What follows belongs to an exercise in optimizing a design on an open flow for small area and a short achievable clock period; a production flow would make more cautious choices. RTL that was checked went through simulation tests only; none was proved equivalent to the original. For runs 2 and 3, only the layout was checked, not whether the RTL still works. No activity file was given, so power comes from the tool's default toggle rates.

**design/flow/run.sh**
```bash
#!/bin/bash
# synth_recipe.tcl (not shown) runs the flow's synth.tcl, then flattens the netlist and writes it again
# the make line also repeats each setting of config.mk as NAME=value (left out here)
make -C /OpenROAD-flow-scripts/flow DESIGN_CONFIG=/design/flow/config.mk WORK_HOME=/design/flow/orfs CLKGATE_MAP_FILE= SYNTH_SCRIPT=/design/flow/synth_recipe.tcl finish
```
**design/flow/config.mk**
```make
export PLATFORM = sky130hd
export DESIGN_NAME = bmd_dma_top
export DESIGN_NICKNAME = bmd_dma_top
export VERILOG_FILES = /design/flow/design.v
export SDC_FILE = /design/flow/constraint.sdc
export NUM_CORES = 4
export LEC_CHECK = 0
export CAP_MARGIN = 20
export CORE_MARGIN = 2
export CORE_UTILIZATION = 40
export SLEW_MARGIN = 20
```
**design/flow/constraint.sdc**
```tcl
create_clock -name core_clock -period 5.5 [get_ports {clk}]
set_input_delay 1.1000 -clock core_clock [delete_from_list [all_inputs] [get_ports {clk}]]
set_output_delay 1.1000 -clock core_clock [all_outputs]
set_load 0.01 [all_outputs]
```
**design/flow/design.v**
```verilog
`timescale 1ns/1ps
`default_nettype none
package bmd_pkg;
    localparam int DATA_W   = 64;            
    localparam int SAMPLE_W = 8;             
    localparam int ADDR_W   = 32;            
    localparam int BURST_W  = 5;             
    localparam int TC_W     = 3;             
    typedef logic [DATA_W-1:0]  payload_t;
    typedef logic [ADDR_W-1:0]  dma_addr_t;
    typedef logic [BURST_W-1:0] burst_len_t;
    localparam logic [3:0] REG_CTRL = 4'd0;
    localparam logic [3:0] REG_ADDR = 4'd1;
    localparam logic [3:0] REG_LEN  = 4'd2;
    localparam logic [6:0] MWR32_FMT_TYPE = 7'b10_00000;
endpackage
`default_nettype wire
`timescale 1ns/1ps
`default_nettype none
module bmd_dma_top #(
    parameter int DATA_DEPTH = 32,
    parameter int ADDR_DEPTH = 8
) (
    input  wire logic                          clk,
    input  wire logic                          rst_n,
    input  wire logic                          reg_wr_i,
    input  wire logic [3:0]                    reg_addr_i,
    input  wire logic [31:0]                   reg_wdata_i,
    input  wire logic                          adc_valid_i,
    input  wire logic [bmd_pkg::SAMPLE_W-1:0]  adc1_i,
    input  wire logic [bmd_pkg::SAMPLE_W-1:0]  adc2_i,
    input  wire logic [15:0]                   cfg_completer_id_i,
    input  wire logic                          trn_tdst_rdy_n_i,
    output      logic [bmd_pkg::DATA_W-1:0]             trn_td_o,
    output      logic                          trn_tsof_n_o,
    output      logic                          trn_teof_n_o,
    output      logic                          trn_tsrc_rdy_n_o,
    output      logic [15:0]                   frames_sent_o,
    output      logic                          sample_ovf_o,
    output      logic                          addr_empty_o
);
    localparam int DW = bmd_pkg::DATA_W;
    localparam int AW = bmd_pkg::ADDR_W;
    localparam int DD = DATA_DEPTH;
    localparam int AD = ADDR_DEPTH;
    localparam int CW = $clog2(DD + 1);
    logic          enable_q;
    logic [2:0]    tc_q;
    logic [4:0]    blen_q;
    logic [AW-1:0] adata_q;
    logic [15:0]   frames_q;
    logic wr_ctrl, wr_addr, wr_len;
    assign wr_ctrl = reg_wr_i && (reg_addr_i == bmd_pkg::REG_CTRL);
    assign wr_addr = reg_wr_i && (reg_addr_i == bmd_pkg::REG_ADDR);
    assign wr_len  = reg_wr_i && (reg_addr_i == bmd_pkg::REG_LEN);
    always_ff @(posedge clk) begin
        if (!rst_n) begin
            enable_q <= 1'b0;
            tc_q     <= '0;
            blen_q   <= 5'd1;
        end else begin
            if (wr_ctrl) begin
                enable_q <= reg_wdata_i[0];
                tc_q     <= reg_wdata_i[6:4];
            end
            if (wr_len) begin
                blen_q <= {(reg_wdata_i[3:0] == 4'd0), reg_wdata_i[3:0]};
            end
        end
    end
    always_ff @(posedge clk) begin
        if (wr_addr) adata_q <= reg_wdata_i;
    end
    logic       idle_q, hdr_q, adr_q, pay_q, last_q;
    logic [3:0] rem_q;
    logic [7:0] tag_q;
    logic       xfer, start, load, dpop, apop;
    logic [AD:0]   asel_q;       
    logic [CW-1:0] dcount_q;     
    logic [DD:0]   rsel_q;       
    assign xfer  = !idle_q && !trn_tdst_rdy_n_i;
    assign start = enable_q && !asel_q[0] && (dcount_q >= {1'b0, blen_q});
    assign dpop  = xfer && pay_q;
    assign apop  = xfer && last_q;
    assign load  = xfer && (adr_q || (pay_q && !last_q));
    always_ff @(posedge clk) begin
        if (!rst_n) begin
            idle_q <= 1'b1;
            hdr_q  <= 1'b0;
            adr_q  <= 1'b0;
            pay_q  <= 1'b0;
            last_q <= 1'b0;
            rem_q  <= '0;
            tag_q  <= '0;
        end else begin
            if (idle_q && start) begin
                idle_q <= 1'b0;
                hdr_q  <= 1'b1;
                rem_q  <= 4'(blen_q - 5'd1);
            end
            if (hdr_q && xfer) begin
                hdr_q <= 1'b0;
                adr_q <= 1'b1;
            end
            if (adr_q && xfer) begin
                adr_q  <= 1'b0;
                pay_q  <= 1'b1;
                last_q <= (rem_q == 4'd0);
            end
            if (pay_q && xfer) begin
                if (last_q) begin
                    pay_q  <= 1'b0;
                    idle_q <= 1'b1;
                    last_q <= 1'b0;
                    tag_q  <= tag_q + 8'd1;
                end else begin
                    rem_q  <= rem_q - 4'd1;
                    last_q <= (rem_q == 4'd1);
                end
            end
        end
    end
    always_ff @(posedge clk) begin
        if (!rst_n) begin
            frames_q <= '0;
        end else if (apop) begin
            frames_q <= frames_q + 16'd1;
        end
    end
    logic [1:0]    pc_q;
    logic [DW-1:0] word_q;
    logic          push_q, ovf_q;
    logic          push_next;
    assign push_next = enable_q && adc_valid_i && (pc_q == 2'd3);
    always_ff @(posedge clk) begin
        if (enable_q && adc_valid_i) begin
            word_q <= {adc2_i, adc1_i, word_q[DW-1:16]};
        end
    end
    always_ff @(posedge clk) begin
        if (!rst_n) begin
            pc_q   <= '0;
            push_q <= 1'b0;
            ovf_q  <= 1'b0;
        end else begin
            push_q <= push_next;
            if (!enable_q) begin
                pc_q <= '0;
            end else if (adc_valid_i) begin
                pc_q <= pc_q + 2'd1;
            end
            if (push_q && (dcount_q == CW'(DD))) begin
                ovf_q <= 1'b1;
            end
        end
    end
    logic [DD-1:0][DW-1:0] dmem_q;
    logic                  dwe_q, dwe_n_q;
    logic [CW-1:0]         dcount_next;
    logic                  dwe_next;
    logic [DW-1:0]         mread;
    assign dcount_next = dcount_q + CW'(dwe_q) - CW'(dpop);
    assign dwe_next    = push_next && (dcount_next != CW'(DD));
    always_ff @(posedge clk) begin
        if (!rst_n) begin
            dwe_q    <= 1'b0;
            dwe_n_q  <= 1'b1;
            dcount_q <= '0;
            rsel_q   <= (DD+1)'(1);
        end else begin
            dwe_q    <= dwe_next;
            dwe_n_q  <= !dwe_next;
            dcount_q <= dcount_next;
            if (dwe_q && !load) begin
                rsel_q <= {rsel_q[DD-1:0], 1'b0};
            end else if (load && !dwe_q) begin
                rsel_q <= {1'b0, rsel_q[DD:1]};
            end
        end
    end
    always_ff @(posedge clk) begin
        dmem_q <= ({dmem_q[DD-2:0], word_q} & {(DD*DW){dwe_q}}) |
                  (dmem_q & {(DD*DW){dwe_n_q}});
    end
    always_comb begin
        mread = '0;
        for (int k = 0; k < DD; k++) begin
            mread = mread | (dmem_q[k] & {DW{rsel_q[k+1]}});
        end
    end
    logic [AD-1:0][AW-1:0] amem_q;
    logic                  awe_q, awe_n_q;
    logic [AD:0]           asel_next;
    logic                  awe_next;
    logic [AW-1:0]         ahead;
    always_comb begin
        asel_next = asel_q;
        if (awe_q && !apop) begin
            asel_next = {asel_q[AD-1:0], 1'b0};
        end else if (apop && !awe_q) begin
            asel_next = {1'b0, asel_q[AD:1]};
        end
    end
    assign awe_next = wr_addr && !asel_next[AD];
    always_ff @(posedge clk) begin
        if (!rst_n) begin
            awe_q   <= 1'b0;
            awe_n_q <= 1'b1;
            asel_q  <= (AD+1)'(1);
        end else begin
            awe_q   <= awe_next;
            awe_n_q <= !awe_next;
            asel_q  <= asel_next;
        end
    end
    always_ff @(posedge clk) begin
        amem_q <= ({amem_q[AD-2:0], adata_q} & {(AD*AW){awe_q}}) |
                  (amem_q & {(AD*AW){awe_n_q}});
    end
    always_comb begin
        ahead = '0;
        for (int k = 0; k < AD; k++) begin
            ahead = ahead | (amem_q[k] & {AW{asel_q[k+1]}});
        end
    end
    logic [DW-1:0] td_q;
    logic [DW-1:0] hdr_word;
    assign hdr_word = {1'b0, bmd_pkg::MWR32_FMT_TYPE, 1'b0, tc_q, 4'b0000, 6'b000000,
                       4'b0000, blen_q, 1'b0, 16'h0000, tag_q, 8'hFF};
    always_ff @(posedge clk) begin
        if (!rst_n) begin
            td_q <= '0;
        end else if (idle_q && start) begin
            td_q <= hdr_word;
        end else if (xfer) begin
            if (hdr_q)       td_q <= {ahead, {(DW-AW){1'b0}}};
            else if (last_q) td_q <= '0;
            else             td_q <= mread;
        end
    end
    assign trn_td_o         = {td_q[DW-1:32], td_q[31:16] | (cfg_completer_id_i & {16{hdr_q}}),
                               td_q[15:0]};
    assign trn_tsof_n_o     = !hdr_q;
    assign trn_teof_n_o     = !last_q;
    assign trn_tsrc_rdy_n_o = idle_q;
    assign frames_sent_o = frames_q;
    assign sample_ovf_o  = ovf_q;
    assign addr_empty_o  = asel_q[0];
endmodule
`default_nettype wire
```
==> impl_metrics.json, run 1 <==
{
  "gr-total-overflow": 0,
  "syn2layout_area_growth_pct": 12.7,
  "vdd_drop_max_v": 0.000342,
  "cts-resized-gates": 0,
  "start_util_pct": 40.3,
  "yosysTopAreaCell": "dfxtp_1",
  "arrival_ns": 2.60,
  "cts_buffer_depth": 3,
  "htree_num_levels": 4,
  "first_pass_iters": 8,
  "path_class": "reg2out",
  "finClkSkew_ns": 0.0320,
  "cts_tree": "built",
  "seq_power_share_pct": 51.3,
  "synth.distinct_cells": 64,
  "maxSlewHeadroom_pct": 19.4,
  "end_kind": "primary output",
  "die_h_um": 481,
  "synth-seq-cells": 2562,
  "core_um2": 225000,
  "post-route-drc-count": 0,
  "yosysSeqAreaShare_pct": 57.5,
  "worstSetupStartpointType": "flop",
  "avgRoutedWirePerCell_um": 28.6,
  "post-dp-hpwl_mm": 169,
  "p_per_area_nw_per_um2": 358,
  "outcome": "no timing/DRC/antenna violations",
  "synth_common_cells": "a22o_1 (2476), dfxtp_1 (2466), a22oi_1 (815), clkbuf_1 (596), nand4_1 (246)",
  "vias_per_cell": 6.58,
  "synth_edf_count": 96,
  "cts_made_buffers": 240,
  "syn_avg_cell_area_um2": 11.7,
  "clkPwrFrac_pct": 48.2,
  "clock-root-buffer": "clkbuf_16",
  "dpl_worst_slack_ns": 1.22,
  "grt_max_degree": 248,
  "clock_sinks": 2562,
  "intPower_mw": 29.2,
  "clock_latency_ns": 0.88,
  "setup_slack_ns": 1.80,
  "path_clk_slew_ns": 0.06,
  "hold_path_class": "reg2reg",
  "tns_ns": 0,
  "track_usage_pct": 25.1,
  "drtIter0Drc": 8350,
  "synth-main-ff-cell": "dfxtp_1",
  "dieArea_um2": 231000,
  "ys.warnings.count": 1,
  "antenna_found_initial": 11,
  "swShare_pct": 20.5,
  "hold_viol": 0,
  "grt_setup_unrepaired": "no",
  "cp_max_fo": 20,
  "nNetsFinal": 7531,
  "p_comb_share_pct": 0.5,
  "syn-cell-area_um2": 90800,
  "die_x_um": 481,
  "syn-num-nets": 7886,
  "worst_pin_slew_ns": 1.20,
  "max_freq_ghz": 0.270,
  "final_antenna_net_count": 0,
  "port_buffers": 157,
  "globalplace.congestion": 0.819,
  "slew_violations": 0,
  "grt_pass1_wl_mm": 445,
  "rows": 174,
  "grt_pass1_vias": 64720,
  "syn-instance-count": 7790,
  "ys_async_sr_fraction_pct": 0,
  "holdBufCountCts": 0,
  "post_cts_buffers": 0,
  "final_util_pct": 45.4,
  "setup_viol": 0,
  "totalWireLength_mm": 304,
  "maxCapViolations": 0,
  "yosysTopAreaCellShare_pct": 54.3,
  "fin_crit_ns": 3.70,
  "post-synth-top-count-cell": "a22o_1",
  "drive_gt1_share_pct": 7.66,
  "yosys-top-cells-area": "dfxtp_1 (54%), a22o_1 (24%), a22oi_1 (6.7%), edfxtp_1 (3.2%), clkbuf_1 (2.5%)",
  "required_ns": 4.40,
  "switching_power_mw": 7.53,
  "cellLeakagePower_nw": 37.5,
  "num_vias": 70047,
  "num_io_pins": 158,
  "fin_crit_sh_pct": 67.3
}
## worst paths after layout
path / startpoint / cells past startpoint / slack [ns] / to
setup / recovery: hdr_q / 2 / 1.80 / trn_tsof_n_o
hold / removal: word_q[11] / 1 / 0.45 / dmem_q[11]
setup reg to reg: idle_q / 8 / 2.34 / rsel_q[11]
hold reg to reg: word_q[11] / 1 / 0.45 / dmem_q[11]
## worst max-delay path: stages, from the launching register on
cell and delay (ns):
dfxtp_2 0.78, inv_1 0.38, clkdlybuf4s50_1 0.58
## logic make-up after synthesis
logic type	synth area share, %
AOI/OAI and AO/OA	33.9
DFF	57.5
xor gates and xnor gates	0.251
and+or+nand+nor	3.29
muxes	0.541
buffers and inverters	4.15
adders and majority gates	0.325
## registers in the layout, indices dropped and copies added, names as in the netlist, 2 cells and up
register / flops
dmem_q: 2048
tc_q: 3
amem_q: 256
dcount_q: 6
word_q: 64
rem_q: 4
adata_q: 32
frames_q: 16
blen_q: 5
pc_q: 2
rsel_q: 33
tag_q: 8
td_q: 64
asel_q: 9
## routing by layer
metal	vias to the layer above	wire [µm]	GRT usage (%)
met1	35539	134000	36.0
li1	30542	-	-
met5	-	54	0
met2	3358	134000	38.3
met3	600	25900	4.29
met4	8	9620	7.71
## metrics by stage
stage                     power (mW)  hold WS [ns]  std cells  instance area (µm²)
final                           36.7         0.445      10643               102000
after global routing            37.6         0.475      10642               102000
after CTS                       36.9         0.451      10641               102000
after detailed placement        19.4         0.444      10185                93900
after global placement          19.4         0.436      10185                93900
after floorplan                 19.3         0.428       7790                90800
## power groups by stage
stage | logic (mW) | clock network, mW | registers [mW]
2_1_floorplan | 0.0993 | 0 | 19.2
3_3_place_gp | 0.178 | 0 | 19.2
3_5_place_dp | 0.182 | 0 | 19.2
4_1_cts | 0.184 | 17.9 | 18.8
5_1_grt | 0.196 | 18.6 | 18.8
6_report | 0.182 | 17.7 | 18.8
## layout make-up
class | count | area [µm²]
Antenna cell | 2 | 5.00
Clock buffer | 360 | 7300
Clock inverter | 96 | 1210
Fill cell | 20316 | 123000
Inverter | 28 | 106
Multi-Input combinational cell | 4327 | 34800
Sequential cell | 2562 | 52400
Tap cell | 2992 | 3740
Timing Repair Buffer | 276 | 2800
## layout by cell type (no fill, tap or decap), types with 27 or more instances in the layout
cell type and n:
a22o_1 2476, dfxtp_1 2429, a22oi_1 815, clkbuf_16 249, nand4_1 246, a221oi_1 176
clkdlybuf4s50_1 157, nor2_1 139, a21oi_1 97, edfxtp_1 96, buf_4 92, clkbuf_8 65
nand2_1 49, clkinv_2 48, mux2i_1 48, clkbuf_1 46, dfxtp_4 36, o31ai_1 34
buf_12 27
==> run 2, diff against run 1 <==
--- a/design/flow/design.v
+++ b/design/flow/design.v
@@ -72,50 +72,62 @@
         if (wr_addr) adata_q <= reg_wdata_i;
     end
     logic       idle_q, hdr_q, adr_q, pay_q, last_q;
+    logic       busy_q, sof_n_q, eof_n_q;    
     logic [3:0] rem_q;
     logic [7:0] tag_q;
     logic       xfer, start, load, dpop, apop;
     logic [AD:0]   asel_q;       
+    logic          anempty_q;    
     logic [CW-1:0] dcount_q;     
     logic [DD:0]   rsel_q;       
-    assign xfer  = !idle_q && !trn_tdst_rdy_n_i;
-    assign start = enable_q && !asel_q[0] && (dcount_q >= {1'b0, blen_q});
+    assign xfer  = busy_q && !trn_tdst_rdy_n_i;
+    assign start = enable_q && anempty_q && (dcount_q >= {1'b0, blen_q});
     assign dpop  = xfer && pay_q;
     assign apop  = xfer && last_q;
     assign load  = xfer && (adr_q || (pay_q && !last_q));
     always_ff @(posedge clk) begin
         if (!rst_n) begin
             idle_q <= 1'b1;
+            busy_q <= 1'b0;
             hdr_q  <= 1'b0;
+            sof_n_q <= 1'b1;
+            eof_n_q <= 1'b1;
             adr_q  <= 1'b0;
             pay_q  <= 1'b0;
             last_q <= 1'b0;
             rem_q  <= '0;
             tag_q  <= '0;
         end else begin
-            if (idle_q && start) begin
+            if (!busy_q && start) begin
                 idle_q <= 1'b0;
+                busy_q <= 1'b1;
                 hdr_q  <= 1'b1;
+                sof_n_q <= 1'b0;
                 rem_q  <= 4'(blen_q - 5'd1);
             end
             if (hdr_q && xfer) begin
                 hdr_q <= 1'b0;
+                sof_n_q <= 1'b1;
                 adr_q <= 1'b1;
             end
             if (adr_q && xfer) begin
                 adr_q  <= 1'b0;
                 pay_q  <= 1'b1;
                 last_q <= (rem_q == 4'd0);
+                eof_n_q <= (rem_q != 4'd0);
             end
             if (pay_q && xfer) begin
                 if (last_q) begin
                     pay_q  <= 1'b0;
                     idle_q <= 1'b1;
+                    busy_q <= 1'b0;
                     last_q <= 1'b0;
+                    eof_n_q <= 1'b1;
                     tag_q  <= tag_q + 8'd1;
                 end else begin
                     rem_q  <= rem_q - 4'd1;
                     last_q <= (rem_q == 4'd1);
+                    eof_n_q <= (rem_q != 4'd1);
                 end
             end
         end
@@ -207,7 +219,9 @@
             awe_q   <= 1'b0;
             awe_n_q <= 1'b1;
             asel_q  <= (AD+1)'(1);
-        end else begin
+            anempty_q <= 1'b0;
+        end else begin
+            anempty_q <= !asel_next[0];
             awe_q   <= awe_next;
             awe_n_q <= !awe_next;
             asel_q  <= asel_next;
@@ -230,7 +244,7 @@
     always_ff @(posedge clk) begin
         if (!rst_n) begin
             td_q <= '0;
-        end else if (idle_q && start) begin
+        end else if (!busy_q && start) begin
             td_q <= hdr_word;
         end else if (xfer) begin
             if (hdr_q)       td_q <= {ahead, {(DW-AW){1'b0}}};
@@ -240,8 +254,8 @@
     end
     assign trn_td_o         = {td_q[DW-1:32], td_q[31:16] | (cfg_completer_id_i & {16{hdr_q}}),
                                td_q[15:0]};
-    assign trn_tsof_n_o     = !hdr_q;
-    assign trn_teof_n_o     = !last_q;
+    assign trn_tsof_n_o     = sof_n_q;
+    assign trn_teof_n_o     = eof_n_q;
     assign trn_tsrc_rdy_n_o = idle_q;
     assign frames_sent_o = frames_q;
     assign sample_ovf_o  = ovf_q;
--- a/design/flow/config.mk
+++ b/design/flow/config.mk
@@ -7,5 +7,6 @@
 export LEC_CHECK = 0
 export CAP_MARGIN = 20
 export CORE_MARGIN = 2
-export CORE_UTILIZATION = 40
+export CORE_UTILIZATION = 60
+export SETUP_SLACK_MARGIN = 2.4
 export SLEW_MARGIN = 20
==> run 2 against run 1 <==
Against the previous run:
- still clean
- sequential share of layout area rose by 0.34 points
- clock skew grew 0.024 ns
- setup slack improved by 0.58 ns
- die area fell by 33%
- area after synthesis up 0.17%
- count of clock-buffer cells in the layout increased by 48
- sequential power hardly changed
- largest cell class unchanged
==> impl_metrics.json, run 2 <==
{
  "cp_max_fo": 5,
  "path_class": "reg2out",
  "tns_ns": 0,
  "setup_slack_ns": 2.38,
  "yosysTopAreaCell": "dfxtp_1",
  "syn2layout_area_growth_pct": 12.0,
  "arrival_ns": 2.02,
  "finClkSkew_ns": 0.0564,
  "synth_edf_count": 96,
  "start_util_pct": 60.6,
  "path_clk_slew_ns": 0.06,
  "post-dp-hpwl_mm": 157,
  "worst_pin_slew_ns": 1.22,
  "cts_made_buffers": 274,
  "hold_viol": 0,
  "nNetsFinal": 7695,
  "final_area_um2": 102000,
  "largest_reg_flops": 2048,
  "cts_buffer_depth": 4,
  "syn_avg_cell_area_um2": 11.5,
  "post-route-drc-count": 0,
  "maxSlewHeadroom_pct": 17.9,
  "final_cell_mix": "dfxtp_1 (2433), a22o_1 (2352), a22oi_1 (1024)",
  "dieArea_um2": 155000,
  "clock-root-buffer": "clkbuf_16",
  "cellLeakagePower_nw": 37.6,
  "slew_violations": 0,
  "core_um2": 150000,
  "drive_gt1_share_pct": 7.86,
  "setup_viol": 0,
  "required_ns": 4.40,
  "num_vias": 70790,
  "outcome": "no timing/DRC/antenna violations",
  "num_io_pins": 158,
  "p_total_mw": 36.8,
  "ys_async_sr_fraction_pct": 0,
  "crit_path_frequent_cell": "buf_12",
  "antenna_found_initial": 6,
  "hold_path_class": "reg2reg",
  "rows": 142,
  "final_util_pct": 67.9,
  "crit_slowest_cell": "dfxtp_4",
  "grt_setup_unrepaired": "yes",
  "syn-instance-count": 7904,
  "cts_tree": "built",
  "syn-num-nets": 8000,
  "die_h_um": 393,
  "grt_pass1_wl_mm": 431,
  "p_per_area_nw_per_um2": 361,
  "worstSetupStartpointType": "flop",
  "die_x_um": 393,
  "synth_common_cells": "dfxtp_1 (2470), a22o_1 (2352), a22oi_1 (1024), clkbuf_1 (621), nand4_1 (277)",
  "clock_latency_ns": 0.91,
  "end_kind": "primary output",
  "final_antenna_net_count": 0,
  "fin_crit_sh_pct": 56.7,
  "holdBufCountCts": 0,
  "crit_path_max_incr_delay_ns": 0.36,
  "globalplace.congestion": 0.844,
  "final-instance-count-excl-fill": 9804,
  "grt_pass1_vias": 65246,
  "avgRoutedWirePerCell_um": 29.6,
  "place_area_um2": 93100,
  "yosys-top-cells-area": "dfxtp_1 (54%), a22o_1 (23%), a22oi_1 (8.4%), edfxtp_1 (3.2%), clkbuf_1 (2.6%)",
  "syn-cell-area_um2": 91000,
  "track_usage_pct": 35.7,
  "drtIter0Drc": 9496,
  "hold-worst-slack_ns": 0.420,
  "fin_crit_ns": 3.12,
  "grt_max_degree": 257,
  "gr-total-overflow": 0,
  "max_freq_ghz": 0.321,
  "final_common_cell": "dfxtp_1",
  "maxCapViolations": 0,
  "post-synth-top-count-cell": "dfxtp_1",
  "yosysSeqAreaShare_pct": 57.5,
  "port_buffers": 157,
  "vias_per_cell": 7.22,
  "vdd_drop_max_v": 0.000321,
  "htree_num_levels": 5,
  "reg.largest.list": "dmem_q (2048), amem_q (256)",
  "synth-seq-cells": 2566,
  "critical_path.cell_chain": "buf_12, buf_6, buf_12, buf_16, a21o_1, buf_2",
  "dpl_worst_slack_ns": 1.36,
  "ys.warnings.count": 1,
  "clock_sinks": 2566,
  "yosysTopAreaCellShare_pct": 54.3,
  "synth-main-ff-cell": "dfxtp_1",
  "first_pass_iters": 8,
  "regMostFlops": "dmem_q",
  "synth.distinct_cells": 66,
  "totalWireLength_mm": 290,
  "numPlacedInstances": 9328,
  "n_fill_cell": 11392
}
## run 2: changes by cell type in the layout (fill, tap and decap cells not counted), moves of 17 or more
cell / previous run / this run
a221oi_1: 176 / 51
a22o_1: 2476 / 2352
a22oi_1: 815 / 1024
a2bb2oi_1: 0 / 17
clkbuf_1: 46 / 72
clkbuf_16: 249 / 281
nand4_1: 246 / 277
nor2_1: 139 / 200
nor4_1: 1 / 39
o22a_1: 0 / 23
o31ai_1: 34 / 1
or4_1: 20 / 1
## run 2: what timing repair did
| item | in CTS | in global routing |
|---|---|---|
| buffers inserted | 10 | 0 |
| cloned | 1 | 0 |
| hold endpoints to repair | 0 | 0 |
| resized for setup | 39 | 12 |
| setup endpoints to repair | 47 | 12 |
## run 2: cell type report
class | count | area [µm²] | share of cell area, %
antenna | 3 | 7.51 | 0.00737
clock buffer | 408 | 8060 | 7.91
clock inverter | 54 | 519 | 0.510
inverter | 36 | 141 | 0.139
multi-input combinational | 4425 | 35100 | 34.5
sequential | 2566 | 52500 | 51.5
tap | 2016 | 2520 | 2.48
timing repair buffer | 296 | 3050 | 3.00
## run 2: routing by layer
layer	share of wire [%]	global-route usage (%)	vias up	wire length, µm
li1	-	-	30896	-
met1	43	52.1	35447	123000
met3	9.7	5.85	718	28100
met4	4.1	13.6	8	11700
met5	0.017	0	-	50
met2	44	53.1	3721	127000
## run 2: logic make-up (layout without fill, tap and decap cells)
logic type / after synthesis / after routing / synth area share (%)
flip-flops: 2566 / 2566 / 57.5
AO/OA/AOI/OAI: 3653 / 3653 / 33.3
XOR/XNOR: 26 / 26 / 0.250
other: 0 / 3 / 0
AND/OR/NAND/NOR: 677 / 677 / 3.99
buffers and inverters: 913 / 794 / 4.08
adder cells (fa/ha/maj): 23 / 23 / 0.324
multiplexers: 46 / 46 / 0.506
## run 2: report_power, final
part,internal (mW),total [mW],switching (mW)
clock network,10.5,17.8,7.27
logic,0.108,0.189,0.0803
registers,18.8,18.8,0.0783
total,29.4,36.8,7.43
## run 2: path summary, 6_finish.rpt
kind,cells past startpoint,endpoint,slack [ns],from
worst max-delay path,6,trn_td_o[23],2.38,hdr_q
worst min-delay path,1,amem_q[18],0.42,adata_q[18]
worst max register to register,6,td_q[57],2.49,rsel_q[24]
worst min register to register,1,amem_q[18],0.42,adata_q[18]
## run 2: worst max-delay path, delay by kind of cell (launching register included)
family | cells | cell delay, ns
DFF | 1 | 0.36
buffers and inverters | 5 | 0.65
AOI/OAI and AO/OA | 1 | 0.14
==> run 3, diff against run 2 <==
--- a/design/flow/design.v
+++ b/design/flow/design.v
@@ -239,6 +239,12 @@
     end
     logic [DW-1:0] td_q;
     logic [DW-1:0] hdr_word;
+    logic [3:0]    cg_q;         
+    always_ff @(posedge clk) begin
+        for (int k = 0; k < 4; k++) begin
+            cg_q[k] <= rst_n && ((!busy_q && start) || (cg_q[k] && trn_tdst_rdy_n_i));
+        end
+    end
     assign hdr_word = {1'b0, bmd_pkg::MWR32_FMT_TYPE, 1'b0, tc_q, 4'b0000, 6'b000000,
                        4'b0000, blen_q, 1'b0, 16'h0000, tag_q, 8'hFF};
     always_ff @(posedge clk) begin
@@ -252,8 +258,12 @@
             else             td_q <= mread;
         end
     end
-    assign trn_td_o         = {td_q[DW-1:32], td_q[31:16] | (cfg_completer_id_i & {16{hdr_q}}),
-                               td_q[15:0]};
+    always_comb begin
+        trn_td_o = td_q;
+        for (int k = 0; k < 16; k++) begin
+            trn_td_o[16+k] = td_q[16+k] | (cfg_completer_id_i[k] & cg_q[k/4]);
+        end
+    end
     assign trn_tsof_n_o     = sof_n_q;
     assign trn_teof_n_o     = eof_n_q;
     assign trn_tsrc_rdy_n_o = idle_q;
==> design/flow/flow/run.sh (new file) <==
#!/bin/bash
# The standard layout, with the resizer free to swap a cell for any cell of the same
# function (not only one of the same footprint), so the port buffers can be resized.
set -euo pipefail
bash standard.sh MATCH_CELL_FOOTPRINT=0 finish > standard.log 2>&1
==> design/flow/standard.sh (new file) <==
#!/bin/bash
# synth_recipe.tcl (not shown) runs the flow's synth.tcl, then flattens the netlist and writes it again
# the make line also repeats each setting of config.mk as NAME=value (left out here)
make -C /OpenROAD-flow-scripts/flow DESIGN_CONFIG=/design/flow/config.mk WORK_HOME=/design/flow/orfs CLKGATE_MAP_FILE= SYNTH_SCRIPT=/design/flow/synth_recipe.tcl "${@:-finish}"
--- a/design/flow/config.mk
+++ b/design/flow/config.mk
@@ -8,5 +8,7 @@
 export CAP_MARGIN = 20
 export CORE_MARGIN = 2
 export CORE_UTILIZATION = 60
-export SETUP_SLACK_MARGIN = 2.4
+export CTS_CLUSTER_DIAMETER = 50
+export CTS_CLUSTER_SIZE = 30
+export SETUP_SLACK_MARGIN = 2.9
 export SLEW_MARGIN = 20
removed: design/flow/run.sh
==> run 3 against run 2 <==
Against the previous run:
- clock skew fell by 0.030 ns
- global-route usage rose by 0.85 points
- worst hold slack improved by 0.042 ns
- utilization fell by 1.1 points
- die area barely moved
- synthesized cell count fell by 0.97%
- critical endpoint is now trn_td_o[31]
- power fell by 7.7%
- highest routed layer unchanged
==> impl_metrics.json, run 3 <==
{
  "outcome": "no timing/DRC/antenna violations",
  "syn-instance-count": 7827,
  "die_x_um": 393,
  "worstSetupStartpointType": "flop",
  "hold_viol": 0,
  "rrSetupSlack_ns": 2.89,
  "ys.warnings.count": 1,
  "p_total_mw": 34.0,
  "yosys-top-cells-area": "dfxtp_1 (54%), a22o_1 (24%), a22oi_1 (6.9%), edfxtp_1 (3.2%), clkbuf_1 (2.6%)",
  "yosysTopAreaCell": "dfxtp_1",
  "synth_common_cells": "dfxtp_1 (2474), a22o_1 (2468), a22oi_1 (837), clkbuf_1 (626), nand4_1 (248)",
  "drtIter0Drc": 9446,
  "final_area_um2": 100000,
  "cts_buffer_depth": 3,
  "r2r_end": "td_q[62]",
  "synth-seq-cells": 2570,
  "arrival_ns": 1.63,
  "crit_buf_inv": 1,
  "post-synth-top-count-cell": "dfxtp_1",
  "final_antenna_net_count": 0,
  "num_io_pins": 158,
  "syn-cell-area_um2": 91000,
  "post-dp-hpwl_mm": 165,
  "vdd_drop_max_v": 0.000370,
  "syn_avg_cell_area_um2": 11.6,
  "final_common_cell": "a22o_1",
  "avgRoutedWirePerCell_um": 31.0,
  "synth-main-ff-cell": "dfxtp_1",
  "crit_family": "flip-flops",
  "setup_viol": 0,
  "final_cell_mix": "a22o_1 (2468), dfxtp_1 (2396), a22oi_1 (837)",
  "cellLeakagePower_nw": 38.1,
  "grt_pass1_vias": 64092,
  "cts_tree": "built",
  "clock-root-buffer": "clkbuf_16",
  "cts_made_buffers": 185,
  "yosysSeqAreaShare_pct": 57.6,
  "regMostFlops": "dmem_q",
  "place_area_um2": 92900,
  "grt_max_degree": 242,
  "cp_max_fo": 5,
  "critical_path.cell_chain": "a21o_1, buf_2",
  "required_ns": 4.40,
  "crit_slowest_cell": "dfxtp_4",
  "clock_sinks": 2570,
  "core_um2": 150000,
  "max_freq_ghz": 0.367,
  "worstHoldPathCells": 0,
  "dpl_worst_slack_ns": 1.17,
  "grt_pass1_wl_mm": 436,
  "fin_crit_ns": 2.73,
  "antenna_found_initial": 21,
  "totalWireLength_mm": 298,
  "post-route-drc-count": 0,
  "die_h_um": 393,
  "finClkSkew_ns": 0.0260,
  "tns_ns": 0,
  "largest_reg_flops": 2048,
  "nNetsFinal": 7537,
  "rows": 142,
  "port_buffers": 157,
  "num_vias": 70457,
  "first_pass_iters": 6,
  "final-instance-count-excl-fill": 9623,
  "maxSlewHeadroom_pct": 27.1,
  "ys_async_sr_fraction_pct": 0,
  "hold-worst-slack_ns": 0.461,
  "min_to": "word_q[35]",
  "end_kind": "primary output",
  "yosysTopAreaCellShare_pct": 54.4,
  "globalplace.congestion": 0.841,
  "final_util_pct": 66.7,
  "min-delay-start": "word_q[51]",
  "grt_setup_unrepaired": "yes",
  "syn-num-nets": 7923,
  "path_class": "reg2out",
  "slew_violations": 0,
  "start_util_pct": 60.6,
  "r2r-start": "rsel_q[13]",
  "worst_pin_slew_ns": 1.09,
  "hold_path_class": "reg2reg",
  "synth_edf_count": 96,
  "rr_worst_depth": 6,
  "maxCapViolations": 0,
  "dieArea_um2": 155000,
  "fin_crit_sh_pct": 49.6,
  "drive_gt1_share_pct": 8.19,
  "synth.distinct_cells": 57,
  "htree_num_levels": 4,
  "numPlacedInstances": 9252,
  "path_clk_slew_ns": 0.08,
  "crit_cells": 2,
  "reg.largest.list": "dmem_q (2048), amem_q (256)",
  "track_usage_pct": 36.6,
  "crit_path_max_incr_delay_ns": 0.51,
  "vias_per_cell": 7.32,
  "setup_slack_ns": 2.77,
  "gr-total-overflow": 0,
  "syn2layout_area_growth_pct": 10.2,
  "p_per_area_nw_per_um2": 339,
  "clock_latency_ns": 0.85
}
## run 3: worst max path at each step
stage | from | to | slack [ns]
6_report | cg_q[3] | trn_td_o[31] | 2.77
5_1_grt | cg_q[3] | trn_td_o[30] | 2.73
4_1_cts | cfg_completer_id_i[15] | trn_td_o[31] | 2.57
3_5_place_dp | trn_tdst_rdy_n_i | rsel_q[21] | 1.17
3_3_place_gp | trn_tdst_rdy_n_i | rsel_q[2] | 1.23
2_1_floorplan | trn_tdst_rdy_n_i | dwe_n_q | 2.66
## run 3: final cells by class
| class | count | area, µm² |
|---|---|---|
| Clock buffer | 211 | 4970 |
| Fill cell | 11454 | 50000 |
| Antenna cell | 4 | 10.0 |
| Tap cell | 2016 | 2520 |
| Inverter | 35 | 136 |
| Sequential cell | 2570 | 52700 |
| Timing Repair Buffer | 299 | 3300 |
| Clock inverter | 138 | 1740 |
| Multi-Input combinational cell | 4350 | 35000 |
## run 3: cell families (layout without fill, tap and decap cells)
| family | Yosys count | in the layout | share of synthesized area, % |
|---|---|---|---|
| compound gates | 3686 | 3686 | 33.8 |
| xor+xnor | 26 | 26 | 0.250 |
| mux | 48 | 48 | 0.528 |
| other cells | 0 | 4 | 0 |
| simple gates | 567 | 567 | 3.41 |
| fa+ha+maj | 23 | 23 | 0.324 |
| buf+inv | 907 | 683 | 4.14 |
| flops | 2570 | 2570 | 57.6 |
## run 3: timing repair
action	in CTS	in global routing
setup buffers	14	4
hold buffers	0	0
endpoints found under the setup margin	158	93
pin swaps	17	10
resized for setup	236	24
## run 3: routing by layer
metal  up-vias  part of all wire [%]  track usage (%)
met2      3690                    43             53.3
met1     35535                    43             53.8
met5         -                 0.030                0
met3       648                    11             7.28
li1      30570                     -                -
met4        14                   3.7             13.2
## run 3: report_power, final
| part | total (mW) | switching, mW | internal [mW] | leakage (nW) |
|---|---|---|---|---|
| Combinational | 0.190 | 0.0827 | 0.108 | 14.0 |
| Clock | 15.0 | 7.49 | 7.48 | 3.26 |
| Sequential | 18.8 | 0.0786 | 18.8 | 20.8 |
==> run 4, diff against run 3 <==
--- a/design/flow/design.v
+++ b/design/flow/design.v
@@ -47,7 +47,6 @@
     logic          enable_q;
     logic [2:0]    tc_q;
     logic [4:0]    blen_q;
-    logic [AW-1:0] adata_q;
     logic [15:0]   frames_q;
     logic wr_ctrl, wr_addr, wr_len;
     assign wr_ctrl = reg_wr_i && (reg_addr_i == bmd_pkg::REG_CTRL);
@@ -67,9 +66,6 @@
                 blen_q <= {(reg_wdata_i[3:0] == 4'd0), reg_wdata_i[3:0]};
             end
         end
-    end
-    always_ff @(posedge clk) begin
-        if (wr_addr) adata_q <= reg_wdata_i;
     end
     logic       idle_q, hdr_q, adr_q, pay_q, last_q;
     logic       busy_q, sof_n_q, eof_n_q;    
@@ -201,9 +197,9 @@
         end
     end
     logic [AD-1:0][AW-1:0] amem_q;
-    logic                  awe_q, awe_n_q;
+    logic                  awe_q;
     logic [AD:0]           asel_next;
-    logic                  awe_next;
+    logic                  awe;
     logic [AW-1:0]         ahead;
     always_comb begin
         asel_next = asel_q;
@@ -213,28 +209,27 @@
             asel_next = {1'b0, asel_q[AD:1]};
         end
     end
-    assign awe_next = wr_addr && !asel_next[AD];
+    assign awe = rst_n && wr_addr && !asel_next[AD];
     always_ff @(posedge clk) begin
         if (!rst_n) begin
             awe_q   <= 1'b0;
-            awe_n_q <= 1'b1;
             asel_q  <= (AD+1)'(1);
             anempty_q <= 1'b0;
         end else begin
             anempty_q <= !asel_next[0];
-            awe_q   <= awe_next;
-            awe_n_q <= !awe_next;
+            awe_q   <= awe;
             asel_q  <= asel_next;
         end
     end
     always_ff @(posedge clk) begin
-        amem_q <= ({amem_q[AD-2:0], adata_q} & {(AD*AW){awe_q}}) |
-                  (amem_q & {(AD*AW){awe_n_q}});
+        if (awe) begin
+            amem_q <= {amem_q[AD-2:0], reg_wdata_i[AW-1:0]};
+        end
     end
     always_comb begin
         ahead = '0;
         for (int k = 0; k < AD; k++) begin
-            ahead = ahead | (amem_q[k] & {AW{asel_q[k+1]}});
+            ahead = ahead | (amem_q[k] & {AW{awe_q ? asel_q[k] : asel_q[k+1]}});
         end
     end
     logic [DW-1:0] td_q;
==> design/flow/run.sh (new file) <==
#!/bin/bash
# synth_recipe.tcl (not shown) runs the flow's synth.tcl, then flattens the netlist and writes it again
# the make line also repeats each setting of config.mk as NAME=value (left out here)
make -C /OpenROAD-flow-scripts/flow DESIGN_CONFIG=/design/flow/config.mk WORK_HOME=/design/flow/orfs CLKGATE_MAP_FILE= SYNTH_SCRIPT=/design/flow/synth_recipe.tcl finish
--- a/design/flow/config.mk
+++ b/design/flow/config.mk
@@ -8,7 +8,7 @@
 export CAP_MARGIN = 20
 export CORE_MARGIN = 2
 export CORE_UTILIZATION = 60
-export CTS_CLUSTER_DIAMETER = 50
-export CTS_CLUSTER_SIZE = 30
-export SETUP_SLACK_MARGIN = 2.9
+export CTS_CLUSTER_DIAMETER = 55
+export CTS_CLUSTER_SIZE = 40
+export SETUP_SLACK_MARGIN = 3.0
 export SLEW_MARGIN = 20
removed: design/flow/flow/run.sh
removed: design/flow/standard.sh
==> run 4 against run 3 <==
Against the previous run:
- still clean
- worst hold slack worse by 0.011 ns
- sequential cell count is 33 lower
- global-route usage increased by 0.64 points
- sequential power about the same
- setup slack gained 0.11 ns
- clock power decreased by 8%
- critical endpoint is now trn_td_o[19]
- largest cell class unchanged
- largest power group unchanged
==> impl_metrics.json, run 4 <==
{
  "tns_ns": 0,
  "rr_worst_depth": 7,
  "grt_pass1_wl_mm": 433,
  "critical_path.cell_chain": "a21o_1, buf_2",
  "totalWireLength_mm": 303,
  "outcome": "no timing/DRC/antenna violations",
  "swShare_pct": 22.6,
  "ys_async_sr_fraction_pct": 0,
  "start_util_pct": 60.5,
  "cts_made_buffers": 164,
  "grt_max_degree": 248,
  "ys.warnings.count": 1,
  "numPlacedInstances": 9140,
  "hold_viol": 0,
  "worstSetupStartpointType": "flop",
  "cts_tree": "built",
  "switching_power_mw": 7.38,
  "cts_buffer_depth": 3,
  "crit_path_max_incr_delay_ns": 0.41,
  "num_vias": 69960,
  "syn_avg_cell_area_um2": 11.9,
  "maxCapViolations": 0,
  "avgRoutedWirePerCell_um": 31.7,
  "grt_use_met3_pct": 6.56,
  "post-dp-hpwl_mm": 159,
  "final_common_cell": "dfxtp_1",
  "post-synth-top-count-cell": "dfxtp_1",
  "drtIter0Drc": 9451,
  "r2r_end": "td_q[15]",
  "synth_common_cells": "dfxtp_1 (2217), a22o_1 (2069), a22oi_1 (1073), clkbuf_1 (659), edfxtp_1 (320)",
  "cellLeakagePower_nw": 36.6,
  "place_area_um2": 93100,
  "grt_pass1_vias": 63547,
  "synth-main-ff-cell": "dfxtp_1",
  "syn-num-nets": 7746,
  "dieArea_um2": 154000,
  "p_comb_share_pct": 0.4,
  "yosysSeqAreaShare_pct": 59.5,
  "rows": 142,
  "die_x_um": 393,
  "clock_sinks": 2537,
  "vdd_drop_max_v": 0.000376,
  "nNetsFinal": 7504,
  "setup_viol": 0,
  "yosys-top-cells-area": "dfxtp_1 (49%), a22o_1 (20%), edfxtp_1 (11%), a22oi_1 (8.9%), clkbuf_1 (2.7%)",
  "end_kind": "primary output",
  "syn-cell-area_um2": 90700,
  "clkPwrFrac_pct": 42.3,
  "final-instance-count-excl-fill": 9572,
  "drive_gt1_share_pct": 11.6,
  "met1_usage_pct": 52.8,
  "gr-total-overflow": 0,
  "worst_pin_slew_ns": 1.10,
  "fin_crit_sh_pct": 47.7,
  "synth-seq-cells": 2537,
  "synth.distinct_cells": 56,
  "p_total_mw": 32.6,
  "final_cell_mix": "dfxtp_1 (2114), a22o_1 (2069), a22oi_1 (1072)",
  "path_class": "reg2out",
  "num_io_pins": 158,
  "required_ns": 4.40,
  "final_util_pct": 67.3,
  "die_h_um": 393,
  "yosysTopAreaCell": "dfxtp_1",
  "core_um2": 150000,
  "path_clk_slew_ns": 0.08,
  "htree_num_levels": 4,
  "finClkSkew_ns": 0.0359,
  "synth_edf_count": 320,
  "max_freq_ghz": 0.381,
  "regMostFlops": "dmem_q",
  "final_antenna_net_count": 0,
  "yosysTopAreaCellShare_pct": 48.9,
  "arrival_ns": 1.52,
  "first_pass_iters": 6,
  "grt_setup_unrepaired": "yes",
  "crit_buf_inv": 1,
  "r2r-start": "enable_q",
  "clock_latency_ns": 0.83,
  "track_usage_pct": 37.2,
  "cp-startpoint": "cg_q[0]",
  "crit_cells": 2,
  "port_buffers": 157,
  "syn-instance-count": 7650,
  "cp_max_fo": 5,
  "crit_slowest_cell": "dfxtp_4",
  "syn2layout_area_growth_pct": 11.3,
  "endpoint": "trn_td_o[19]",
  "dpl_worst_slack_ns": 0.912,
  "vias_per_cell": 7.31,
  "grt_use_met2_pct": 55.8,
  "crit_family": "flip-flops",
  "p_per_area_nw_per_um2": 323,
  "rrSetupSlack_ns": 2.98,
  "clock-root-buffer": "clkbuf_16",
  "maxSlewHeadroom_pct": 26.6,
  "reg.largest.list": "dmem_q (2048), amem_q (256)",
  "post-route-drc-count": 0,
  "globalplace.congestion": 0.859,
  "antenna_found_initial": 7,
  "slew_violations": 0,
  "top_usage_layer": "met2",
  "holdBufCountCts": 0,
  "largest_reg_flops": 2048,
  "hold-worst-slack_ns": 0.450,
  "hold_path_class": "reg2reg",
  "seq_power_share_pct": 57.3,
  "setup_slack_ns": 2.88,
  "fin_crit_ns": 2.62,
  "intPower_mw": 25.2,
  "final_area_um2": 101000
}
==> run 4: cell count changes after synthesis, moves of 32 or more <==
cell and delta:
edfxtp_1 +224, nor4_1 +45, nand4_1 +32, mux2_2 +34, a221oi_1 -118, a22o_1 -399, dfxtp_1 -257, nor2_1 +87
buf_2 -90, clkbuf_1 +33, a22oi_1 +236
==> run 4: routing by layer <==
| layer | part of all wire, % | up-vias |
|---|---|---|
| li1 | - | 30136 |
| met1 | 41 | 35246 |
| met2 | 44 | 3858 |
| met3 | 10 | 712 |
| met4 | 4.9 | 8 |
| met5 | 0.018 | - |
==> run 4: what timing repair did <==
action                                  4_1_cts  5_1_grt
endpoints found under the setup margin     1905      957
hold endpoints to repair                      0        0
gates cloned                                  6        8
buffers inserted                             56       48
pin swaps                                    25       26
resized for setup                           563       75
==> run 4: logic make-up after synthesis <==
logic type / synth area share (%)
XOR/XNOR: 0.251
flip-flops: 59.5
buffers and inverters: 3.79
AO/OA/AOI/OAI: 31.0
AND/OR/NAND/NOR: 4.14
multiplexers: 0.930
adder cells (fa/ha/maj): 0.326
==> run 4: power groups by stage <==
| stage | sequential [mW] | combinational (mW) | clock (mW) |
|---|---|---|---|
| finish | 18.7 | 0.122 | 13.8 |
| detailed placement | 19.1 | 0.115 | 0 |
| floorplan | 19.1 | 0.0363 | 0 |
| global placement | 19.1 | 0.114 | 0 |
| CTS | 18.7 | 0.117 | 13.9 |
| global route | 18.7 | 0.127 | 14.6 |
==> run 4: worst reg2reg max path: stages, from the launching register on <==
cell and delay [ns]:
dfxtp_1 0.84, nand3_1 0.27, nor3b_2 0.38, a21oi_4 0.12, buf_6 0.24, and3_1 0.25, a221oi_1 0.24, nor2_1 0.07
==> run 4: how the worst min path moves through the flow <==
| stage | to | startpoint | slack [ns] | cells after the start |
|---|---|---|---|---|
| after floorplan | amem_q[100] | amem_q[68] | 0.43 | 0 |
| after global placement | amem_q[148] | amem_q[116] | 0.43 | 0 |
| after detailed placement | amem_q[105] | amem_q[73] | 0.43 | 0 |
| after CTS | dmem_q[13] | word_q[13] | 0.45 | 1 |
| after global routing | amem_q[161] | amem_q[129] | 0.46 | 0 |
| final | amem_q[237] | amem_q[205] | 0.45 | 0 |
==> run 4: cell type report <==
class	count	area, µm²
inverters	26	113
repair buffers	405	4340
clock buffers	176	4300
multi-input cells	4274	33800
well taps	2016	2520
flip-flops and latches	2537	54300
clock inverters	133	1610
diodes	5	12.5
fillers	11288	49000
==> run 5, diff against run 4 <==
==> design/flow/flow/run.sh (new file) <==
#!/bin/bash
# The standard layout, except that clock tree synthesis inserts no dummy loads
# (the cts arguments are otherwise the ones the standard flow builds from config.mk).
set -euo pipefail
bash standard.sh \
  "CTS_ARGS=-sink_clustering_enable -repair_clock_nets -sink_clustering_size 40 -sink_clustering_max_diameter 55 -dont_use_dummy_load" \
  finish > standard.log 2>&1
==> design/flow/standard.sh (new file) <==
#!/bin/bash
# synth_recipe.tcl (not shown) runs the flow's synth.tcl, then flattens the netlist and writes it again
# the make line also repeats each setting of config.mk as NAME=value (left out here)
make -C /OpenROAD-flow-scripts/flow DESIGN_CONFIG=/design/flow/config.mk WORK_HOME=/design/flow/orfs CLKGATE_MAP_FILE= SYNTH_SCRIPT=/design/flow/synth_recipe.tcl "${@:-finish}"
removed: design/flow/run.sh
==> run 5 against run 4 <==
Against the previous run:
- largest power group unchanged
- first-iteration DRC count up 2.3%
- global-route usage decreased by 0.30 points
- critical path depth rose by 1
- sequential cell count stayed put
- clock power fell by 18%
- clock skew grew 0.025 ns
- area after synthesis is the same
- synthesized cell count unchanged
- cell count fell by 1.5%
- critical endpoint unchanged
- via count down 0.60%
==> impl_metrics.json, run 5 <==
{
  "post-route-drc-count": 0,
  "clock_sinks": 2537,
  "globalplace.congestion": 0.859,
  "syn2layout_area_growth_pct": 9.50,
  "ys_async_sr_fraction_pct": 0,
  "die_h_um": 393,
  "worst_pin_slew_ns": 1.17,
  "clkPwrFrac_pct": 37.5,
  "syn-cell-area_um2": 90700,
  "gr-total-overflow": 0,
  "worstSetupStartpointType": "input port",
  "seq_area_um2": 54200,
  "drive_gt1_share_pct": 9.70,
  "rr_worst_depth": 7,
  "crit_buf_inv": 2,
  "maxSlewHeadroom_pct": 22.3,
  "synth_common_cells": "dfxtp_1 (2217), a22o_1 (2069), a22oi_1 (1073), clkbuf_1 (659), edfxtp_1 (320)",
  "p_per_area_nw_per_um2": 303,
  "outcome": "no timing/DRC/antenna violations",
  "crit_path_frequent_cell": "buf_2",
  "reg.largest.list": "dmem_q (2048), amem_q (256)",
  "track_usage_pct": 36.9,
  "grt_setup_unrepaired": "yes",
  "synth.distinct_cells": 56,
  "fin_crit_sh_pct": 47.2,
  "switching_power_mw": 6.07,
  "grt_max_degree": 248,
  "htree_num_levels": 4,
  "ys.warnings.count": 1,
  "cts_made_buffers": 164,
  "num_vias": 69538,
  "place_area_um2": 93100,
  "finClkSkew_ns": 0.0608,
  "final_antenna_net_count": 0,
  "setup_viol": 0,
  "clock_latency_ns": 0.81,
  "final_area_um2": 99300,
  "path_clk_slew_ns": 0.09,
  "first_pass_iters": 8,
  "dieArea_um2": 154000,
  "hold_path_class": "reg2reg",
  "fin_crit_ns": 2.59,
  "setup_slack_ns": 2.91,
  "crit_family": "buffers and inverters",
  "p_comb_share_pct": 0.4,
  "drtIter0Drc": 9668,
  "slew_violations": 0,
  "max_freq_ghz": 0.386,
  "yosysSeqAreaShare_pct": 59.5,
  "cellLeakagePower_nw": 35.7,
  "final_common_cell": "dfxtp_1",
  "start_util_pct": 60.5,
  "n_fill_cell": 11458,
  "arrival_ns": 1.49,
  "tns_ns": 0,
  "synth-seq-cells": 2537,
  "holdBufCountCts": 0,
  "regMostFlops": "dmem_q",
  "dpl_worst_slack_ns": 0.912,
  "intPower_mw": 24.0,
  "post-dp-hpwl_mm": 159,
  "port_buffers": 157,
  "min_to": "amem_q[135]",
  "required_ns": 4.40,
  "nNetsFinal": 7498,
  "yosysTopAreaCell": "dfxtp_1",
  "antenna_found_initial": 8,
  "rrSetupSlack_ns": 3.01,
  "clock-root-buffer": "clkbuf_16",
  "swShare_pct": 20.2,
  "seq_power_share_pct": 62.1,
  "avgRoutedWirePerCell_um": 32.0,
  "rows": 142,
  "worstHoldPathCells": 0,
  "num_io_pins": 158,
  "yosysTopAreaCellShare_pct": 48.9,
  "synth-main-ff-cell": "dfxtp_1",
  "yosys-top-cells-area": "dfxtp_1 (49%), a22o_1 (20%), edfxtp_1 (11%), a22oi_1 (8.9%), clkbuf_1 (2.7%)",
  "r2r_end": "td_q[41]",
  "crit_path_max_incr_delay_ns": 0.16,
  "die_x_um": 393,
  "maxCapViolations": 0,
  "p_total_mw": 30.1,
  "post-synth-top-count-cell": "dfxtp_1",
  "grt_pass1_wl_mm": 430,
  "final_util_pct": 66.2,
  "largest_reg_flops": 2048,
  "vias_per_cell": 7.37,
  "multiInputGateArea_um2": 33800,
  "end_kind": "primary output",
  "min-delay-start": "amem_q[103]",
  "syn_avg_cell_area_um2": 11.9,
  "vdd_drop_max_v": 0.000330,
  "path_class": "in2out",
  "r2r-start": "rsel_q[26]",
  "totalWireLength_mm": 302,
  "cts_tree": "built",
  "syn-num-nets": 7746,
  "crit_slowest_cell": "a21o_1",
  "synth_edf_count": 320,
  "grt_pass1_vias": 63100,
  "critical_path.cell_chain": "buf_2, a21o_1, buf_2",
  "hold_viol": 0,
  "cts_buffer_depth": 3,
  "final_cell_mix": "dfxtp_1 (2119), a22o_1 (2069), a22oi_1 (1073)",
  "cp_max_fo": 1,
  "core_um2": 150000,
  "syn-instance-count": 7650
}
run 5: cell counts after synthesis:
Identical to the previous run, type by type.
run 5: what timing repair did:
| action | in CTS | in global routing |
|---|---|---|
| resized for setup | 532 | 87 |
| pin swaps | 25 | 17 |
| setup buffers | 40 | 57 |
| endpoints found under the hold margin | 0 | 0 |
| setup endpoints to repair | 1888 | 712 |
| gates cloned | 7 | 8 |
run 5: power by group through the flow:
stage | logic, mW | clock network, mW | registers [mW]
final | 0.124 | 11.3 | 18.7
after global routing | 0.129 | 12.0 | 18.7
after floorplan | 0.0363 | 0 | 19.1
after CTS | 0.117 | 11.3 | 18.7
after detailed placement | 0.115 | 0 | 19.1
after global placement | 0.114 | 0 | 19.1
run 5: through the flow:
| step | cells | hold WS (ns) |
|---|---|---|
| 2_1_floorplan | 7650 | 0.425 |
| 3_3_place_gp | 9140 | 0.429 |
| 3_5_place_dp | 9140 | 0.434 |
| 4_1_cts | 9351 | 0.426 |
| 5_1_grt | 9417 | 0.433 |
| 6_report | 9430 | 0.423 |
run 5: logic make-up (layout without fill, tap and decap cells):
family / after synthesis / after routing / synth area share [%]
compound gates: 3423 / 3423 / 31.0
xor+xnor: 26 / 26 / 0.251
fa+ha+maj: 23 / 23 / 0.326
buf+inv: 844 / 589 / 3.79
flops: 2537 / 2537 / 59.5
mux: 77 / 80 / 0.930
other cells: 0 / 14 / 0
simple gates: 720 / 722 / 4.14
run 5: worst max path at each step:
stage,from,endpoint,cells after the start
after floorplan,trn_tdst_rdy_n_i,amem_q[0],7
after global placement,trn_tdst_rdy_n_i,rsel_q[15],12
after detailed placement,trn_tdst_rdy_n_i,rsel_q[28],12
after CTS,cg_q[0],trn_td_o[19],2
after global routing,cg_q[0],trn_td_o[19],2
final,cfg_completer_id_i[3],trn_td_o[19],3
run 5: per-layer routing:
layer	global-route usage, %	wire, µm
met5	0	43
met4	15.6	14300
met3	6.44	30900
met2	55.9	134000
met1	52.2	122000
run 5: final cells by class:
| type | count | share of cell area [%] |
|---|---|---|
| sequential | 2537 | 54.6 |
| clock buffer | 164 | 4.13 |
| tap | 2016 | 2.54 |
| antenna | 14 | 0.0353 |
| timing repair buffer | 399 | 4.50 |
| inverter | 26 | 0.113 |
| multi-input combinational | 4274 | 34.1 |
==> run 6, diff against run 5 <==
--- a/design/flow/config.mk
+++ b/design/flow/config.mk
@@ -7,7 +7,7 @@
 export LEC_CHECK = 0
 export CAP_MARGIN = 20
 export CORE_MARGIN = 2
-export CORE_UTILIZATION = 60
+export CORE_UTILIZATION = 70
 export CTS_CLUSTER_DIAMETER = 55
 export CTS_CLUSTER_SIZE = 40
 export SETUP_SLACK_MARGIN = 3.0
==> run 6 against run 5 <==
Against the previous run:
- still clean
- synthesized cell count unchanged
- maximum frequency about the same
- first-iteration DRC count up 18%
- global-route usage up 5.6 points
- critical path depth down 1
- worst hold slack better by 0.0060 ns
- count of clock-buffer cells in the layout down 15
- wire length down 2.2%
- clock skew down 0.0027 ns
- register-to-register slack worse by 0.06 ns
- critical endpoint is now trn_td_o[20]
- largest cell class unchanged
==> impl_metrics.json, run 6 <==
{
  "outcome": "no timing/DRC/antenna violations",
  "drtIter0Drc": 11387,
  "track_usage_pct": 42.6,
  "syn-num-nets": 7746,
  "synth-main-ff-cell": "dfxtp_1",
  "slew_violations": 0,
  "reg.largest.list": "dmem_q (2048), amem_q (256)",
  "clock-root-buffer": "clkbuf_16",
  "cp_max_fo": 5,
  "syn2layout_area_growth_pct": 8.92,
  "synth.distinct_cells": 56,
  "max_freq_ghz": 0.386,
  "cts_made_buffers": 149,
  "setup_slack_ns": 2.91,
  "multiInputGateArea_um2": 33800,
  "post-dp-hpwl_mm": 156,
  "regMostFlops": "dmem_q",
  "synth_common_cells": "dfxtp_1 (2217), a22o_1 (2069), a22oi_1 (1073), clkbuf_1 (659), edfxtp_1 (320)",
  "hold_viol": 0,
  "final_antenna_net_count": 0,
  "holdBufCountCts": 0,
  "ys_async_sr_fraction_pct": 0,
  "n_fill_cell": 8413,
  "fin_crit_sh_pct": 47.1,
  "rows": 132,
  "worst_pin_slew_ns": 1.09,
  "p_total_mw": 29.5,
  "worstSetupStartpointType": "flop",
  "clock_latency_ns": 0.83,
  "seq_area_um2": 54300,
  "fin_crit_ns": 2.59,
  "vdd_drop_max_v": 0.000327,
  "synth_edf_count": 320,
  "core_um2": 129000,
  "yosysSeqAreaShare_pct": 59.5,
  "synth-seq-cells": 2537,
  "dpl_worst_slack_ns": 1.23,
  "end_kind": "primary output",
  "cts_tree": "built",
  "arrival_ns": 1.49,
  "setup_viol": 0,
  "yosysTopAreaCell": "dfxtp_1",
  "die_x_um": 364,
  "crit_slowest_cell": "dfxtp_4",
  "yosysTopAreaCellShare_pct": 48.9,
  "avgRoutedWirePerCell_um": 32.2,
  "totalWireLength_mm": 295,
  "htree_num_levels": 4,
  "first_pass_iters": 8,
  "syn-instance-count": 7650,
  "num_io_pins": 158,
  "gr-total-overflow": 0,
  "final_util_pct": 76.6,
  "largest_reg_flops": 2048,
  "yosys-top-cells-area": "dfxtp_1 (49%), a22o_1 (20%), edfxtp_1 (11%), a22oi_1 (8.9%), clkbuf_1 (2.7%)",
  "dieArea_um2": 132000,
  "post-synth-top-count-cell": "dfxtp_1",
  "syn_avg_cell_area_um2": 11.9,
  "maxCapViolations": 0,
  "final_common_cell": "dfxtp_1",
  "required_ns": 4.40,
  "crit_path_max_incr_delay_ns": 0.40,
  "globalplace.congestion": 0.871,
  "final_area_um2": 98800,
  "grt_pass1_vias": 64832,
  "maxSlewHeadroom_pct": 27.6,
  "grt_setup_unrepaired": "yes",
  "drive_gt1_share_pct": 9.89,
  "final_cell_mix": "dfxtp_1 (2118), a22o_1 (2069), a22oi_1 (1073)",
  "ys.warnings.count": 1,
  "nNetsFinal": 7508,
  "path_clk_slew_ns": 0.09,
  "hold_path_class": "reg2reg",
  "die_h_um": 364,
  "critical_path.cell_chain": "a21o_1, buf_2",
  "num_vias": 70762,
  "port_buffers": 157,
  "syn-cell-area_um2": 90700,
  "vias_per_cell": 7.73,
  "start_util_pct": 70.3,
  "p_per_area_nw_per_um2": 298,
  "clock_sinks": 2537,
  "finClkSkew_ns": 0.0581,
  "path_class": "reg2out",
  "cellLeakagePower_nw": 35.7,
  "grt_max_degree": 259,
  "grt_pass1_wl_mm": 427,
  "antenna_found_initial": 14,
  "post-route-drc-count": 0,
  "cts_buffer_depth": 3,
  "place_area_um2": 92700
}
[run 6: cell counts after synthesis]
No cell type changed its count.
[run 6: kinds of logic after synthesis]
group,after synthesis,share of synthesized area (%)
buffers and inverters,844,3.79
AOI/OAI and AO/OA,3423,31.0
adders and majority gates,23,0.326
and+or+nand+nor,720,4.14
DFF,2537,59.5
muxes,77,0.930
xor gates and xnor gates,26,0.251
[run 6: per-layer routing]
metal	wire length (µm)	vias to the layer above	global-route usage, %
met4	20100	16	26.0
met3	37100	1027	9.14
li1	-	29923	-
met2	127000	4753	61.8
met5	127	-	0
met1	111000	35043	58.5
[run 6: repair_timing]
| item | in CTS | in global routing |
|---|---|---|
| setup endpoints to repair | 1659 | 517 |
| endpoints found under the hold margin | 0 | 0 |
| setup buffers | 70 | 61 |
| pin swaps | 28 | 22 |
| resized for setup | 559 | 78 |
| cloned | 6 | 3 |
[run 6: final timing paths]
kind | to | from | slack [ns] | cells past startpoint
worst max-delay path | trn_td_o[20] | cg_q[1] | 2.91 | 2
worst min-delay path | amem_q[243] | amem_q[211] | 0.43 | 0
worst max register to register | td_q[62] | rsel_q[2] | 2.95 | 7
worst min register to register | amem_q[243] | amem_q[211] | 0.43 | 0
[run 6: cell type report]
class | instances | area share, %
flip-flops and latches | 2537 | 54.9
repair buffers | 428 | 4.78
clock buffers | 149 | 3.77
diodes | 7 | 0.0177
multi-input cells | 4270 | 34.2
well taps | 1742 | 2.21
inverters | 26 | 0.111
[run 6: report_power, final]
part | internal (mW) | leakage (nW) | total [mW] | switching (mW)
clock network | 4.81 | 1.84 | 10.7 | 5.85
logic | 0.0619 | 13.0 | 0.127 | 0.0649
registers | 18.7 | 20.8 | 18.7 | 0.00876
[run 6: stage by stage]
step / hold WS (ns) / std cells / setup TNS, ns
2_1_floorplan: 0.425 / 7650 / -1376.88
3_3_place_gp: 0.430 / 8863 / 0
3_5_place_dp: 0.436 / 8863 / 0
4_1_cts: 0.424 / 9088 / 0
5_1_grt: 0.438 / 9152 / 0
6_report: 0.429 / 9159 / 0
[run 6: critical path: cells and delay by family, from the launching register on]
family | cells | cell delay, ns
DFF | 1 | 0.40
AOI/OAI and AO/OA | 1 | 0.17
buffers and inverters | 1 | 0.14
==> run 7, diff against run 6 <==
--- a/design/flow/config.mk
+++ b/design/flow/config.mk
@@ -10,5 +10,5 @@
 export CORE_UTILIZATION = 70
 export CTS_CLUSTER_DIAMETER = 55
 export CTS_CLUSTER_SIZE = 40
-export SETUP_SLACK_MARGIN = 3.0
+export SETUP_SLACK_MARGIN = 2.9
 export SLEW_MARGIN = 20
==> run 7 against run 6 <==
Against the previous run:
- sequential share of layout area increased by 0.70 points
- non-clock buffer count decreased by 113
- area after synthesis unchanged
- first-iteration DRC count decreased by 4.3%
- largest cell class unchanged
- sequential power about the same
==> impl_metrics.json, run 7 <==
{
  "synth_common_cells": "dfxtp_1 (2217), a22o_1 (2069), a22oi_1 (1073), clkbuf_1 (659), edfxtp_1 (320)",
  "p_comb_share_pct": 0.4,
  "ys.warnings.count": 1,
  "hold_path_class": "reg2reg",
  "grt_max_degree": 268,
  "die_x_um": 364,
  "required_ns": 6.18,
  "dieArea_um2": 132000,
  "gr-total-overflow": 0,
  "slew_violations": 0,
  "cts_buffer_depth": 3,
  "worst_pin_slew_ns": 1.22,
  "drive_gt1_share_pct": 7.22,
  "cts_made_buffers": 149,
  "rrSetupSlack_ns": 2.82,
  "switching_power_mw": 5.91,
  "r2r-start": "rsel_q[32]",
  "fin_crit_ns": 2.68,
  "final-instance-count-excl-fill": 9045,
  "synth.distinct_cells": 56,
  "clock_sinks": 2537,
  "cp-startpoint": "rsel_q[32]",
  "globalplace.congestion": 0.876,
  "rows": 132,
  "cts_tree": "built",
  "arrival_ns": 3.36,
  "setup_viol": 0,
  "fin_crit_sh_pct": 48.7,
  "rr_worst_depth": 7,
  "drtIter0Drc": 10894,
  "port_buffers": 157,
  "swShare_pct": 20.1,
  "syn-num-nets": 7746,
  "syn-cell-area_um2": 90700,
  "crit_slowest_cell": "nor4_4",
  "critical_path.cell_chain": "buf_12, a22oi_1, nand4_1, nor4_4, nor2_1, a2111oi_1, nor2_1",
  "reg.largest.list": "dmem_q (2048), amem_q (256)",
  "seq_area_um2": 54200,
  "crit_cells": 7,
  "die_h_um": 364,
  "regMostFlops": "dmem_q",
  "outcome": "no timing/DRC/antenna violations",
  "yosysTopAreaCellShare_pct": 48.9,
  "finClkSkew_ns": 0.0653,
  "holdBufCountCts": 0,
  "yosysSeqAreaShare_pct": 59.5,
  "syn2layout_area_growth_pct": 7.40,
  "final_cell_mix": "dfxtp_1 (2143), a22o_1 (2069), a22oi_1 (1073)",
  "crit_family": "simple AND/OR/NAND/NOR gates",
  "htree_num_levels": 4,
  "antenna_found_initial": 11,
  "synth_edf_count": 320,
  "end_kind": "flop",
  "worstHoldPathCells": 0,
  "syn-instance-count": 7650,
  "core_um2": 129000,
  "grt_pass1_vias": 63710,
  "ys_async_sr_fraction_pct": 0,
  "num_vias": 69715,
  "path_clk_slew_ns": 0.08,
  "syn_avg_cell_area_um2": 11.9,
  "cellLeakagePower_nw": 35.0,
  "clock-root-buffer": "clkbuf_16",
  "grt_pass1_wl_mm": 412,
  "seq_power_share_pct": 63.4,
  "avgRoutedWirePerCell_um": 31.5,
  "clock_latency_ns": 0.84,
  "cp_max_fo": 53,
  "synth-main-ff-cell": "dfxtp_1",
  "crit_path_max_incr_delay_ns": 0.72,
  "intPower_mw": 23.5
}
run 7: cell types whose count changed in the layout (fill, tap and decap cells not counted), moves of 17 or more:
cell and delta:
buf_4 -75, dfxtp_4 -17, dlygate4sd2_1 +37, buf_2 -39, dfxtp_1 +25, buf_12 -22
run 7: cells by family (layout without fill, tap and decap cells):
group,Yosys count,after routing,share of synthesized area (%)
AO/OA/AOI/OAI,3423,3423,31.0
flip-flops,2537,2537,59.5
XOR/XNOR,26,26,0.251
multiplexers,77,79,0.930
AND/OR/NAND/NOR,720,720,4.14
buffers and inverters,844,490,3.79
adder cells (fa/ha/maj),23,23,0.326
other,0,5,0
run 7: timing repair:
item	CTS	global route
gates resized for setup	312	56
setup buffers	14	20
setup endpoints to repair	999	763
cloned	2	4
pin swaps	23	19
run 7: layout make-up:
class	count	share of cell area, %
clock buffers	149	3.83
well taps	1742	2.24
flip-flops and latches	2537	55.6
multi-input cells	4271	34.6
diodes	5	0.0128
repair buffers	315	3.61
inverters	26	0.105
run 7: metal layers:
layer	vias up	global-route usage, %	part of all wire [%]
li1	29674	-	-
met1	34584	56.6	39
met2	4527	60.4	43
met3	918	7.81	12
met4	12	21.4	6.1
met5	-	0	0.029
run 7: power groups by stage:
stage | Clock, mW | Sequential (mW) | Combinational [mW]
2_1_floorplan | 0 | 19.1 | 0.0363
3_3_place_gp | 0 | 19.1 | 0.113
3_5_place_dp | 0 | 19.1 | 0.114
4_1_cts | 10.6 | 18.7 | 0.114
5_1_grt | 11.3 | 18.7 | 0.120
6_report | 10.7 | 18.7 | 0.115
run 7: metrics by stage:
stage	setup slack (ns)	power [mW]	instance area [µm²]	setup TNS [ns]	utilization [%]
2_1_floorplan	-5.38	19.2	90800	-1376.88	-
3_3_place_gp	1.13	19.2	92700	0	71.8
3_5_place_dp	1.02	19.2	92700	0	71.8
4_1_cts	2.85	29.4	96800	0	75.1
5_1_grt	2.85	30.1	97400	0	75.5
6_report	2.82	29.4	97400	0	75.5
run 7: worst min-delay path by stage:
stage	start	end	slack, ns
CTS	amem_q[36]	amem_q[68]	0.42
global route	amem_q[36]	amem_q[68]	0.42
floorplan	amem_q[68]	amem_q[100]	0.43
global placement	amem_q[116]	amem_q[148]	0.43
detailed placement	amem_q[215]	amem_q[247]	0.43
finish	amem_q[36]	amem_q[68]	0.41

[re-timing with driven ports]
The results above use ideal ports. As a check the final layouts listed here were re-extracted and re-timed, cells and wires unchanged.
Step 1: set_driving_cell puts a clkbuf_16 on clk and a buf_2 on each other input, an assumption about the parent block.
Step 2 also shifts input and output timing later by t, the mid clock arrival at the registers, as if the neighbouring blocks saw the same clock.
Three values: no drivers, after step 1, after step 2; two values: the first two.
run | t (ns) | setup slack, ns
run 1 | 0.954 | 1.799 / 1.711 / 1.110
run 2 | 0.974 | 2.381 / 2.284 / 1.618
run 3 | 0.921 | 2.772 / 2.682 / 2.010
run 4 | 0.895 | 2.879 / 2.795 / 2.139
run 5 | 0.865 | 2.906 / 2.846 / 2.226
run 6 | 0.889 | 2.908 / 2.818 / 2.150
run 7 | 0.880 | 2.822 / 2.818 / 2.165
After both steps every run listed still meets setup and hold.
